Background: an optimization exercise with open tools, aiming at small area, a short achievable clock period and few clock cycles. Do not read the settings as production practice.
No functional check of the RTL was part of any run shown here.
No activity file was given, so power comes from the tool's default toggle rates.

==> design.v <==
module rab_inv_range_ctrl #(
   parameter int unsigned AW               = 32,
   parameter int unsigned N_SLICES         = 16,
   parameter int unsigned L2_N_SETS        = 32,
   parameter int unsigned L2_N_SET_ENTRIES = 32,
   parameter int unsigned PG_BITS          = 12
) (
   input  logic                                              Clk_CI,
   input  logic                                              Rst_RI,
   input  logic [AW-1:0]                                     AwAddr_DI,
   input  logic                                              AwValid_SI,
   output logic                                              AwReady_SO,
   input  logic [AW-1:0]                                     WData_DI,
   input  logic                                              WValid_SI,
   output logic                                              WReady_SO,
   output logic [1:0]                                        BResp_DO,
   output logic                                              BValid_SO,
   input  logic                                              BReady_SI,
   input  logic [N_SLICES*AW-1:0]                            L1First_DI,
   input  logic [N_SLICES*AW-1:0]                            L1Last_DI,
   output logic [N_SLICES-1:0]                               L1Inv_SO,
   output logic [$clog2(L2_N_SETS*L2_N_SET_ENTRIES)-1:0]     L2Addr_DO,
   output logic                                              L2Rd_SO,
   input  logic [AW-PG_BITS-1:0]                             L2RdVpn_DI,
   input  logic                                              L2RdValid_DI,
   output logic                                              L2ClrValid_SO,
   output logic                                              Busy_SO
);
   localparam int unsigned N_ENTRIES = L2_N_SETS * L2_N_SET_ENTRIES;
   localparam int unsigned IW        = $clog2(N_ENTRIES);
   localparam int unsigned VW        = AW - PG_BITS;
   localparam logic [IW-1:0] SWEEP_FIRST = '0;
   localparam logic [IW-1:0] SWEEP_LAST  = IW'(1) << (IW-1);
   function automatic logic [IW-1:0] nxt(input logic [IW-1:0] s);
      nxt = {s[IW-2:0], s[IW-1] ^ s[6] ^ (s[IW-2:0] == '0)};
   endfunction
   function automatic logic [IW-1:0] prv(input logic [IW-1:0] s);
      prv = {s[0] ^ s[7] ^ (s[IW-1:1] == '0), s[IW-1:1]};
   endfunction
   logic            aw_held_q, w_held_q;    
   logic            a10_q, a18_q;           
   logic [AW-1:0]   wdata_q;                
   logic [AW-1:0]   lo_q;
   logic            busy_q;                 
   logic [N_SLICES:0] l1_q;                 
   logic            ov_q;                   
   logic            l2_q;                   
   logic            resp_q;                 
   logic            err_q;                  
   logic [IW-1:0]   ra_q;                   
   logic            rdp_q;                  
   logic            hq_q;                   
   logic            dn_q;                   
   logic            idle, exec, aw_rdy, w_rdy, b_fire;
   logic            rd, hit, start_l1, le, ge;
   logic [AW-1:0]   x1, x2;
   logic            unused_addr;
   assign unused_addr = ^AwAddr_DI[AW-1:8];
   assign idle   = !busy_q;
   assign exec   = idle && aw_held_q && w_held_q;
   assign aw_rdy = !Rst_RI && idle && !aw_held_q;
   assign w_rdy  = !Rst_RI && idle && !w_held_q;
   assign b_fire = resp_q && BReady_SI;
   always_comb begin
      x1 = idle ? lo_q : '0;
      x2 = '0;
      if (l2_q) begin
         x1 = x1 | {L2RdVpn_DI, {PG_BITS{1'b0}}};
         x2 = x2 | {L2RdVpn_DI, {PG_BITS{1'b1}}};
      end
      for (int unsigned i = 0; i < N_SLICES; i++) begin
         x1 = x1 | (L1First_DI[i*AW +: AW] & {AW{l1_q[i]}});
         x2 = x2 | (L1Last_DI[i*AW +: AW]  & {AW{l1_q[i]}});
      end
   end
   assign le = (x1 <= wdata_q);
   assign ge = (x2 >= lo_q);
   assign start_l1 = exec && a18_q && le;         
   assign rd       = l2_q && !hq_q && !dn_q;
   assign hit      = rdp_q && L2RdValid_DI && le && ge;
   assign AwReady_SO    = aw_rdy;
   assign WReady_SO     = w_rdy;
   assign BValid_SO     = resp_q;
   assign BResp_DO      = {err_q, 1'b0};
   assign Busy_SO       = busy_q;
   assign L1Inv_SO      = l1_q[N_SLICES:1] & {N_SLICES{ov_q}};
   assign L2Rd_SO       = rd;
   assign L2ClrValid_SO = hq_q;
   assign L2Addr_DO     = !hq_q ? ra_q : rdp_q ? prv(prv(ra_q)) : prv(ra_q);
   always_ff @(posedge Clk_CI or posedge Rst_RI) begin
      if (Rst_RI) begin
         aw_held_q <= 1'b0;
         w_held_q  <= 1'b0;
         lo_q      <= '0;
         busy_q    <= 1'b0;
         l1_q      <= '0;
         l2_q      <= 1'b0;
         resp_q    <= 1'b0;
         err_q     <= 1'b0;
         ra_q      <= SWEEP_FIRST;
         rdp_q     <= 1'b0;
         hq_q      <= 1'b0;
         dn_q      <= 1'b0;
      end else begin
         if (exec) begin
            aw_held_q <= 1'b0;
            w_held_q  <= 1'b0;
            busy_q    <= 1'b1;
            err_q     <= a18_q && !le;
            resp_q    <= !start_l1;
            if (a10_q) lo_q <= wdata_q;
         end else begin
            if (AwValid_SI && aw_rdy) aw_held_q <= 1'b1;
            if (WValid_SI && w_rdy)   w_held_q  <= 1'b1;
            if (b_fire) begin
               busy_q <= 1'b0;
               resp_q <= 1'b0;
            end
            if (l2_q && dn_q && !hit) resp_q <= 1'b1;
         end
         l1_q  <= {l1_q[N_SLICES-1:0], start_l1};
         rdp_q <= rd;
         hq_q  <= hit;
         if (rd) ra_q <= nxt(ra_q);
         if (l1_q[N_SLICES-1])           l2_q <= 1'b1;
         else if (l2_q && dn_q && !hit)  l2_q <= 1'b0;
         dn_q  <= l2_q && (dn_q || (rd && ra_q == SWEEP_LAST));
      end
   end
   always_ff @(posedge Clk_CI) begin
      ov_q <= le && ge;
      if (AwValid_SI && aw_rdy) begin
         a10_q <= (AwAddr_DI[7:0] == 8'h10);
         a18_q <= (AwAddr_DI[7:0] == 8'h18);
      end
      if (WValid_SI && w_rdy) wdata_q <= WData_DI;
   end
endmodule
==> flow/run.sh <==
#!/bin/bash
# Standard layout, with the port buffers made from the smallest buffer cell.
set -euo pipefail
export BUFFER_PORTS_ARGS="-buffer_cell sky130_fd_sc_hd__buf_1"
bash standard.sh > standard.log 2>&1
==> standard.sh <==
#!/bin/bash
# synth_recipe.tcl (not shown) runs the flow's synth.tcl, then flattens the netlist and writes it again
# the make line also repeats each setting of config.mk as NAME=value (left out here)
make -C /OpenROAD-flow-scripts/flow DESIGN_CONFIG=/design/flow/config.mk WORK_HOME=/design/flow/orfs CLKGATE_MAP_FILE= SYNTH_SCRIPT=/design/flow/synth_recipe.tcl "${@:-finish}"
==> config.mk <==
export PLATFORM = sky130hd
export DESIGN_NAME = rab_inv_range_ctrl
export DESIGN_NICKNAME = rab_inv_range_ctrl
export VERILOG_FILES = /design/flow/design.v
export SDC_FILE = /design/flow/constraint.sdc
export NUM_CORES = 4
export LEC_CHECK = 0
export CAP_MARGIN = 20
export CORE_AREA = 5 5 395 395
export DIE_AREA = 0 0 400 400
export SLEW_MARGIN = 20
==> constraint.sdc <==
create_clock -name core_clock -period 7.0 [get_ports {Clk_CI}]
set_input_delay 1.4000 -clock core_clock [delete_from_list [all_inputs] [get_ports {Clk_CI}]]
set_output_delay 1.4000 -clock core_clock [all_outputs]
set_load 0.01 [all_outputs]
==> results.ini, run 1 <==
[clocking]
cts_setup_buffers=0
cts_tree=done
cts-resized-gates=0
cts_sinks=103
cts_root_buf=clkbuf_16
hold_buffers=0
clockBufferDepth=2
cts_max_level=3
cts_buffers=9
clkSlewWorstSetupHoldPaths_ns=0.09
clock_latency_ns=0.39

[power_and_ir_drop]
power_w=0.00442
vdd_ir_drop_max_v=0.000144
power_density_nw_per_um2=241
leakagePower_nw=5.67

[detailed_routing]
drt-total-wl_um=182000
dr.pass1.iters=8
avgViaCountPerCell=4.35
wl_per_cell_um=40.9
drt_iter0_drc=2632
drc=0
vias=19400
postRouteAntennaNets=0

[global_routing]
antenna_found_initial=217
grt_max_degree=64
grt_pass1_wl_um=215000
grt_pass1_vias=18000
grt-ovfl-total=0
track_usage_pct=21.4

[floorplan]
fp-row-count=143
die_w_um=400
core_um2=152000
ios=1148
start_util_pct=7.31
dieHeight_um=400
die_area_um2=160000

[logic_synthesis]
avgSynthCellArea_um2=8.52
netlist_area_um2=11100
yosysWarnings=1
synth_seq_cells=103
synthesis.instances=1300
ys_types=55
synthesis.nets=2478
async_reset_ff_share_pct=66.0
synth_seq_area_share_pct=24.7
synth_edf_count=34
ys.flop_type=dfrtp_1

[timing]
setup_tns_ns=0
relSlewSlack_pct=25.5
maxSlewViolCount=0
hold_violations=0
rsz0062_at_grt=no
fin_crit_ns=5.96
skew_ns=0.0153
period_share_pct=85.1
setup_viol=0
max_freq_mhz=168
worst_pin_slew_ns=1.12

[setup_path]
r2r_cells=12
critPathMaxStageDelay_ns=1.10
cp_cell_sequence=buf_4, a22oi_1, nand4_1, a2111oi_0, nand4_1, ha_1, and4_1, a221oi_1, o211ai_1, o21a_2, o311ai_1, a31oi_1
cp_slowest_cell=a2111oi_0
crit_type=reg -> reg
cp.buffers_inverters=1
arrival_ns=6.23
required_ns=7.27
worstSetupStartpointType=flip-flop
crit_family=compound AO/OA/AOI/OAI gates
r2r_start=l1_q[1]
cp-end-kind=flip-flop
regToRegSetupSlack_ns=1.04
timing.rr.end=resp_q
crit_path_max_fanout=31
critPathMostFrequentCell=nand4_1

[placed_design]
place_hpwl_um=160000
globalplace.congestion=0.983
port_buffers=1122
place_inst=4380

[min_path]
worst_hold_path_type=reg -> reg
whs_path_depth=2
min_to=err_q
min_from=err_q

[cells_and_area]
final_cell_mix=1122 x buf_1, 172 x a221oi_1, 141 x a22o_1
final_common_cell=buf_1
nFillCells=17800
drive_gt1_share_pct=4.82
area_growth_pct=65.6
final_cells=4459
final_nets=3539

[flow_run]
maxCapViolations=0

[outcome]
status=finished clean

## report_power, final
| part | leakage, nW | switching (W) | total (W) | internal (W) |
|---|---|---|---|---|
| Combinational | 4.34 | 0.00184 | 0.00278 | 0.000936 |
| Clock | 0.149 | 0.000293 | 0.000580 | 0.000287 |
| Sequential | 1.18 | 0.000291 | 0.00107 | 0.000775 |
| Total | 5.67 | 0.00242 | 0.00442 | 0.00200 |
## cells in the mapped netlist (24+ instances only)
cell type  instances  area share, %
edfxtp_1          34            9.2
nand2_1           96            3.3
and3_1            27            1.5
buf_1             37            1.3
nor2_1            24           0.81
nand4_1           60            3.4
a22oi_1          122            8.3
nand3_1           25            1.1
a222oi_1          44            4.0
o21ai_0           61            2.8
a22o_1           141             11
dfrtp_1           68             15
inv_1             66            2.2
a221oi_1         172             14
clkbuf_1          91            3.1
ha_1              64            7.2
a21oi_1           28            1.3
## layout make-up
type,instances,area [µm²],share of cell area [%]
Multi-Input combinational cell,995,7570,41.3
Timing Repair Buffer,1184,4700,25.6
Sequential cell,103,2810,15.3
Tap cell,2030,2540,13.8
Inverter,68,256,1.40
Clock buffer,9,225,1.23
Antenna cell,63,158,0.859
Clock inverter,7,90.1,0.491
## metal layers
| layer | up-vias | wire length (µm) | track usage (%) |
|---|---|---|---|
| met3 | 518 | 22600 | 9.30 |
| met1 | 9357 | 66800 | 24.5 |
| li1 | 7691 | - | - |
| met4 | 150 | 8070 | 7.91 |
| met2 | 1681 | 83800 | 35.2 |
| met5 | - | 926 | 0 |
## metrics by stage
stage / hold slack, ns / util, % / worst slack, ns / cell area [µm²]
2_1_floorplan: 0.352 / - / 3.01 / 11100
3_3_place_gp: 0.461 / 11.8 / 0.762 / 17900
3_5_place_dp: 0.459 / 11.8 / 0.766 / 17900
4_1_cts: 0.484 / 12.0 / 1.02 / 18200
5_1_grt: 0.504 / 12.1 / 1.01 / 18300
6_report: 0.486 / 12.1 / 1.04 / 18300
## cell families after synthesis
family / Yosys count / share of synthesized area (%)
compound gates: 634 / 46.3
simple gates: 272 / 12.5
buf+inv: 202 / 6.95
flops: 103 / 24.7
fa+ha+maj: 64 / 7.23
mux: 20 / 1.92
xor+xnor: 4 / 0.316
other cells: 1 / 0.0338
## worst max-delay path by stage
stage	startpoint	end	slack, ns	depth (start not counted)
after floorplan	L1Last_DI[160]	l2_q	3.01	12
after global placement	L1First_DI[60]	resp_q	0.76	12
after detailed placement	L1First_DI[60]	resp_q	0.77	12
after CTS	l1_q[1]	resp_q	1.02	12
after global routing	l1_q[1]	resp_q	1.01	12
final	l1_q[1]	resp_q	1.04	12
## state kept, by name (all words and copies together), names as in the netlist, 10 cells and up
signal   count
lo_q        32
ra_q        10
l1_q        17
wdata_q     32
## worst min-delay path, stage by stage, from the launching register on
cell	delay (ns)
dfrtp_1	0.36
nand2_1	0.05
nand2_1	0.05
==> run 2, diff against run 1 <==
--- a/config.mk
+++ b/config.mk
@@ -7,2 +7,3 @@
 export LEC_CHECK = 0
+export ABC_CLOCK_PERIOD_IN_PS = 4000
 export CAP_MARGIN = 20
@@ -10,2 +11,3 @@
 export DIE_AREA = 0 0 400 400
+export SETUP_SLACK_MARGIN = 3
 export SLEW_MARGIN = 20
==> run 2 against run 1 <==
Die area stayed put. Via count is 0.27% higher. Synthesized cell count stayed put. Cell count is 0.18% higher. Clock-buffer cell count stayed put. Sequential power hardly changed. Clock power hardly changed. Sequential cell count stayed put. Power is 4.4% higher.
==> results.ini, run 2 <==
[logic_synthesis]
synthMuxAreaShare_pct=1.92
ys.flop_type=dfrtp_1
synth_common_cells=172 x a221oi_1, 141 x a22o_1, 122 x a22oi_1
synth-simple-area-share_pct=12.5
synth_top_family_by_area=compound AO/OA/AOI/OAI gates
yosysWarnings=1
avgSynthCellArea_um2=8.52
ys_types=55
netlist_area_um2=11100
yosysTopAreaCell=dfrtp_1
synth_xor_xnor_area_share_pct=0.316
synth_most_common_cell=a221oi_1
synth_seq_area_share_pct=24.7
synth_seq_cells=103
async_reset_ff_share_pct=66.0
synth-compound-area-share_pct=46.3
synthTopCellsByArea=dfrtp_1 15%, a221oi_1 14%, a22o_1 11%
yosysTopAreaCellShare_pct=15.4
synthesis.instances=1300
synth_edf_count=34
synth-adder-area-share_pct=7.23
synthesis.nets=2478

[cells_and_area]
drive_gt1_share_pct=6.92
register_area_um2=2810
final_nets=3556
final_cell_mix=1121 x buf_1, 165 x a221oi_1, 141 x a22o_1
top_regs=lo_q x32, wdata_q x32, l1_q x17
final_cell_area_um2=18800
multi_input_area_um2=7780
final_common_cell=buf_1
area_growth_pct=69.3
nFillCells=17800
fin_util_pct=12.4

[flow_run]
maxCapViolations=0

[clocking]
cts_sinks=103
clock_latency_ns=0.40
clkSlewWorstSetupHoldPaths_ns=0.08
cts_max_level=3
cts_buffers=9
clockBufferDepth=2
hold_buffers=0
cts_tree=done
cts_root_buf=clkbuf_16

[timing]
maxSlewViolCount=0
fin_crit_ns=4.86
layout_setup_ws_ns=2.14
period_share_pct=69.4
hold_violations=0
setup_viol=0
setup_tns_ns=0
max_freq_mhz=206
hold_slack_ns=0.485
relSlewSlack_pct=25.9
worst_pin_slew_ns=1.11
rsz0062_at_grt=yes
skew_ns=0.0179

[floorplan]
die_w_um=400
dieHeight_um=400
start_util_pct=7.31
core_um2=152000
die_area_um2=160000
fp-row-count=143
ios=1148

[setup_path]
crit_path_max_fanout=3
crit_type=in -> reg
regToRegSetupSlack_ns=2.18
worstSetupStartpointType=input pin
cp-end-kind=flip-flop
arrival_ns=5.13
required_ns=7.27

[placed_design]
port_buffers=1122
globalplace.congestion=0.983
place_hpwl_um=160000
place_area_um2=17900
pre_cts_ws_ns=0.766

[global_routing]
track_usage_pct=21.7
grt_max_degree=64
antenna_found_initial=213
grt_pass1_vias=18100
grt_pass1_wl_um=218000
grt-ovfl-total=0

[power_and_ir_drop]
leakagePower_nw=5.84
power_density_nw_per_um2=246
vdd_ir_drop_max_v=0.000144

[detailed_routing]
drt_iter0_drc=2587
drt-total-wl_um=185000
postRouteAntennaNets=0
drc=0
wl_per_cell_um=41.4
avgViaCountPerCell=4.35
vias=19400
dr.pass1.iters=6

[outcome]
status=finished clean

[min_path]
worst_hold_path_type=reg -> reg

==> run 2: cell counts after synthesis <==
Identical to the previous run, type by type.
==> run 2: worst max-delay path: stages <==
cell	delay (ns)
buf_1	0.09
a222oi_1	0.35
nand3_1	0.39
a2111oi_1	0.79
ha_1	0.36
nand2b_1	0.14
a2111o_1	0.41
a211oi_1	0.26
o21ai_0	0.29
a211oi_2	0.36
buf_4	0.18
buf_6	0.09
nor3_2	0.03
==> run 2: layer usage <==
layer / part of all wire, % / up-vias / routed length (µm) / GRT usage (%)
met1: 37 / 9462 / 68200 / 24.9
met2: 46 / 1641 / 84300 / 35.4
met5: 0.47 / - / 877 / 0
li1: - / 7720 / - / -
met3: 12 / 488 / 22300 / 9.37
met4: 5.0 / 138 / 9150 / 8.65
==> run 2: stage by stage <==
stage	power, W	std cells
after global routing	0.00491	4445
after floorplan	0.00223	1300
after CTS	0.00461	4407
final	0.00462	4467
after global placement	0.00390	4379
after detailed placement	0.00393	4380
==> run 2: final cells by class <==
cell class | count | share of cell area (%)
Inverter | 68 | 1.37
Tap cell | 2030 | 13.5
Multi-Input combinational cell | 995 | 41.5
Clock buffer | 9 | 1.20
Antenna cell | 54 | 0.720
Clock inverter | 7 | 0.480
Sequential cell | 103 | 15.0
Timing Repair Buffer | 1201 | 26.2
==> run 2: path summary, 6_finish.rpt <==
path / from / depth (start not counted) / endpoint
worst min register to register: lo_q[22] / 2 / lo_q[22]
max in group asynchronous: Rst_RI / 3 / l1_q[0]
worst max register to register: l1_q[9] / 14 / resp_q
worst max-delay path: L1Last_DI[0] / 13 / hq_q
worst min-delay path: lo_q[22] / 2 / lo_q[22]
min in group asynchronous: Rst_RI / 2 / lo_q[31]
==> run 2: kinds of logic (layout without fill, tap and decap cells) <==
logic type,count (synthesis),count (layout)
muxes,20,20
xor gates and xnor gates,4,4
and+or+nand+nor,272,272
DFF,103,103
AOI/OAI and AO/OA,634,634
buffers and inverters,202,1285
adders and majority gates,64,64
other,1,55
==> run 2: timing repair <==
action | 4_1_cts | 5_1_grt
pin swaps | 11 | 17
setup buffers | 11 | 6
setup endpoints to repair | 6 | 8
gates resized for setup | 20 | 29
==> run 2: where the power goes <==
| group | total [W] | internal (W) | switching, W |
|---|---|---|---|
| sequential | 0.00105 | 0.000776 | 0.000276 |
| clock | 0.000583 | 0.000287 | 0.000296 |
| combinational | 0.00298 | 0.00103 | 0.00195 |
| total | 0.00462 | 0.00210 | 0.00252 |
==> run 3, diff against run 2 <==
--- a/config.mk
+++ b/config.mk
@@ -7,7 +7,5 @@
 export LEC_CHECK = 0
-export ABC_CLOCK_PERIOD_IN_PS = 4000
 export CAP_MARGIN = 20
-export CORE_AREA = 5 5 395 395
-export DIE_AREA = 0 0 400 400
-export SETUP_SLACK_MARGIN = 3
+export CORE_AREA = 5 5 215 215
+export DIE_AREA = 0 0 220 220
 export SLEW_MARGIN = 20
==> run 3 against run 2 <==
The run now fails in I/O pin placement (3_2_place_iop). Synthesized cell count unchanged. Area after synthesis unchanged.
==> results.ini, run 3 <==
[outcome]
status=did not finish
stop_stage=I/O pin placement (3_2_place_iop)
error=[ERROR PPL-0024] Number of IO pins (1148) exceeds maximum number of available positions (790). Increase the die perimeter from 880.00um to 1561.28um.

[logic_synthesis]
synth_edf_count=34
async_reset_ff_share_pct=66.0
synthTopCellsByArea=dfrtp_1 15%, a221oi_1 14%, a22o_1 11%
ys_types=55
yosysWarnings=1
synth_seq_cells=103
synthesis.instances=1300
yosysTopAreaCellShare_pct=15.4
synth_most_common_cell=a221oi_1
synth_common_cells=172 x a221oi_1, 141 x a22o_1, 122 x a22oi_1
ys.flop_type=dfrtp_1
avgSynthCellArea_um2=8.52
yosysTopAreaCell=dfrtp_1
netlist_area_um2=11100
synthesis.nets=2478
synth_seq_area_share_pct=24.7

[floorplan]
dieHeight_um=220
start_util_pct=25.2
fp-row-count=77
die_w_um=220

[run 3: cell counts after synthesis]
No cell type changed its count.
[run 3: cells by family after synthesis]
family                   Yosys count  share of synthesized area (%)
buffers and inverters            202                           6.95
flip-flops                       103                           24.7
AO/OA/AOI/OAI                    634                           46.3
AND/OR/NAND/NOR                  272                           12.5
multiplexers                      20                           1.92
other                              1                         0.0338
XOR/XNOR                           4                          0.316
adder cells (fa/ha/maj)           64                           7.23

[port drivers added, routing unchanged]
The results above use ideal ports. As a check the final layouts listed here were re-extracted and re-timed, cells and wires unchanged. Step 1: set_driving_cell puts a clkbuf_16 on Clk_CI and a buf_2 on each other input, an assumption about the parent block. Step 2 moves the port delays by t, midway between the first and last clock arrival at a register: inputs arrive t later, outputs are due t later. That takes back most of the time a late clock gives input paths. Slacks: no drivers / after step 1 / after step 2; pairs: no drivers / after step 1.
run	t (ns)	setup WS [ns]	worst hold slack (ns)	worst setup path after step 2	worst data-port slew with drivers (ns)
run 1	0.433	1.041 / 1.041 / 0.784	0.486 / 0.486 / 0.486	input to register	0.42
run 2	0.436	2.140 / 2.089 / 1.653	0.485 / 0.485 / 0.485	input to register	0.39
After both steps every run listed still meets setup and hold. For run 2, which loses most, drivers alone change the setup slack by -0.051 ns; drivers and shift together by -0.487 ns.
